Source: an optimization exercise on an open RTL-to-GDS flow (aim: small area). Production flows keep margins and buffers that such runs may drop.
Function was checked by simulation only, so behaviour that the tests miss may differ from the original.
Power and IR drop assume default switching activity.

## v50
==> flow/design.v (excerpt) <==
module regfile #(
  parameter int DATA_W = 32,
  parameter int ADDR_W = 5,
  parameter int DEPTH  = 32
) (
  input  logic              clk,
  input  logic              rst,
  input  logic              we,
  input  logic [ADDR_W-1:0] waddr,
  input  logic [DATA_W-1:0] wdata,
  input  logic              re1,
  input  logic [ADDR_W-1:0] raddr1,
  output logic [DATA_W-1:0] rdata1,
  input  logic              re2,
  input  logic [ADDR_W-1:0] raddr2,
  output logic [DATA_W-1:0] rdata2
);
  logic [DEPTH-1:1][DATA_W-1:0] regs;
  logic wr_ok, hit1, hit2, en1, en2, rst_n;
  assign wr_ok = we && (waddr != '0);
  assign hit1  = wr_ok && (waddr == raddr1);
  assign hit2  = wr_ok && (waddr == raddr2);
  assign en1   = !rst && re1;
  assign en2   = !rst && re2;
  assign rst_n = !rst;
  logic [3:0] wlo_n;
  logic [7:0] whi_n;
  rf_predec_n u_wdec (.a(waddr), .en(we), .lo_n(wlo_n), .hi_n(whi_n));
  logic [DATA_W-1:0] wd_a, wd_b;
  for (genvar b = 0; b < DATA_W; b++) begin : g_wd
    logic wd_n;
    rf_nand2 u_n (.a(wdata[b]), .b(rst_n), .y(wd_n));
    rf_inv   u_a (.a(wd_n), .y(wd_a[b]));
    rf_inv   u_b (.a(wd_n), .y(wd_b[b]));
  end
  logic [DEPTH-1:1][1:0] wen_h, wen_n_h;
  for (genvar r = 1; r < DEPTH; r++) begin : g_row
    logic wen;
    rf_o21ai u_wen (.a1(whi_n[r / 4]), .a2(wlo_n[r % 4]), .b1(rst_n),
                    .y(wen));
    logic [DATA_W-1:0] nxt, wdr;
    logic [1:0] wh, wnh;
  ...
Size in the first run: roughly 3500 cells after synthesis, roughly 990 flip-flops, ~120 I/O pins, ~39000 um2 of cells after synthesis.
clock: 6.0 ns
lec_check: 0
cap_margin: 10
core_margin: 2
core_utilization: 50
cts_buf_list: sky130_fd_sc_hd__clkbuf_4 sky130_fd_sc_hd__clkbuf_8
cts_cluster_diameter: 70
cts_cluster_size: 14
slew_margin: 10
synth_hierarchical: 1
run.sh (not shown) runs the stock make flow with config.mk's settings and CLKGATE_MAP_FILE= SYNTH_SCRIPT=/design/flow/synth_recipe.tcl, a recipe that flattens the netlist after the stock synthesis.
[v50] flow finished | final checks: failed | reasons: setup timing
#### Input delta (v16 over v50)
- CTS_BUF_LIST removed (was sky130_fd_sc_hd__clkbuf_4 sky130_fd_sc_hd__clkbuf_8)
- CTS_CLUSTER_DIAMETER removed (was 70)
- SLEW_MARGIN changed from 10 to 5
- SETUP_SLACK_MARGIN newly set to 0.1
- CAP_MARGIN changed from 10 to 5
- GPL_TIMING_DRIVEN newly set to 0
- CTS_CLUSTER_SIZE removed (was 14)
==> flow/flow/run.sh (new file) <==
#!/bin/bash
# Standard ORFS layout (the standard.sh, unchanged synthesis) with:
#  - small port buffers (buf_1) instead of the default clkdlybuf4s50_1,
#  - CTS with clkbuf_4/clkbuf_8, larger sink clusters and no dummy loads,
# All tool output goes to flow_standard.log; ORFS keeps its per-step logs
# under orfs/logs.
set -euo pipefail
export BUFFER_PORTS_ARGS="-buffer_cell sky130_fd_sc_hd__buf_1"
export CTS_ARGS="-sink_clustering_enable -sink_clustering_size 16 -sink_clustering_max_diameter 80 -repair_clock_nets -dont_use_dummy_load -buf_list {sky130_fd_sc_hd__clkbuf_4 sky130_fd_sc_hd__clkbuf_8}"
bash standard.sh > flow_standard.log 2>&1
==> flow/standard.sh (new file) <==
#!/bin/bash
# synth_recipe.tcl (not shown) runs the flow's synth.tcl, then flattens the netlist and writes it again
# the make line also repeats each setting of config.mk as NAME=value (left out here)
make -C /OpenROAD-flow-scripts/flow DESIGN_CONFIG=/design/flow/config.mk WORK_HOME=/design/flow/orfs CLKGATE_MAP_FILE= SYNTH_SCRIPT=/design/flow/synth_recipe.tcl "${@:-finish}"
removed: flow/run.sh
[summary]
v16 ended with every stage complete and zero timing, DRC or antenna violations.
Comparing v50 and v16, count of clock-buffer cells in the layout is lower on v16.
Looking only at measured slew at the worst slew-check pin, and setting everything else aside, the higher value of v50 and v16 goes to v16.
v16 has final cell count below what v50 had.
Against v50, half-perimeter wire length after placement in v16 fell by a few percent.
Between v50 and v16, worst setup slack is higher for v16, v50 comes in under that.
Per the comparison of v16 with v50, met3 track utilization from global routing shows a reduction of 3.0 points, core utilization -4.4 points.
v50 and v16 ended up with nearly the same register-to-register slack.
## Diff of input files: v44 against v16
diff --git a/flow/flow/run.sh b/flow/flow/run.sh
--- a/flow/flow/run.sh
+++ b/flow/flow/run.sh
@@ -9 +9 @@
-export CTS_ARGS="-sink_clustering_enable -sink_clustering_size 16 -sink_clustering_max_diameter 80 -repair_clock_nets -dont_use_dummy_load -buf_list {sky130_fd_sc_hd__clkbuf_4 sky130_fd_sc_hd__clkbuf_8}"
+export CTS_ARGS="-sink_clustering_enable -sink_clustering_size 14 -sink_clustering_max_diameter 70 -repair_clock_nets -dont_use_dummy_load -buf_list {sky130_fd_sc_hd__clkbuf_4 sky130_fd_sc_hd__clkbuf_8}"
Findings:
v44 finished every step from synthesis to the final layout, and the layout passed the timing, design-rule and antenna checks. v44 vs v16: number of vias after detailed routing up slightly. Going from v16 to v44, the part of the power in combinational logic was found to have gone down by 0.2 points. Compared with v16, v44 is the more power-hungry design. Between v44 and v16, the wire length after detailed routing figures differ only marginally. Per the comparison of v44 with v16, non-clock buffer count in the final layout fell 4.5%; antenna diode instance count fell 1. Sequential cell area delta (v16 -> v44): insignificant.
--- input diff v44..v46 ---
- changing CORE_UTILIZATION from 50 to 58
==> summary.txt <==
v46 | stages: all done | timing, DRC, antenna: all pass. Topmost layer with routed signal wires: met5 -> v46, met4 -> v44. The number of inserted diodes in v46 sits 4 below the value recorded for v44. v46 vs v44, instance count: v46 lower. Sort v46 and v44 by finished layout cell area, descending, and v44 comes first. As far as power is concerned, v44 and v46 perform about the same. Post-route worst setup slack, v46 and v44, lower one = v44.

==> re-timing with driven ports <==
In the flow no input, the clock included, has a driving cell. The finished layouts below were timed again as built, in two steps.
Step 1: set_driving_cell puts a clkbuf_16 on clk and a buf_2 on each other input, an assumption about the parent block.
Step 2 adds t to the input delays and takes it off the output delays; t is the mean of the earliest and latest rising clock arrival at the registers after step 1. Input paths then give back, and output paths get back, about the clock's delay inside the block.
Slacks: ideal ports / drivers / drivers and shift; pairs: ideal ports / drivers.
run	t (ns)	setup WS [ns]	worst slew at a driven data input, ns
v50	0.782	-0.076 / -0.111 / -0.111	0.18
v16	0.789	0.136 / 0.114 / 0.114	0.17
v44	0.758	0.109 / 0.084 / 0.084	0.18
v46	0.788	0.113 / 0.082 / 0.082	0.08
The setup slack of v50, which loses most, moves by -0.035 ns with the drivers and by -0.035 ns with both steps.
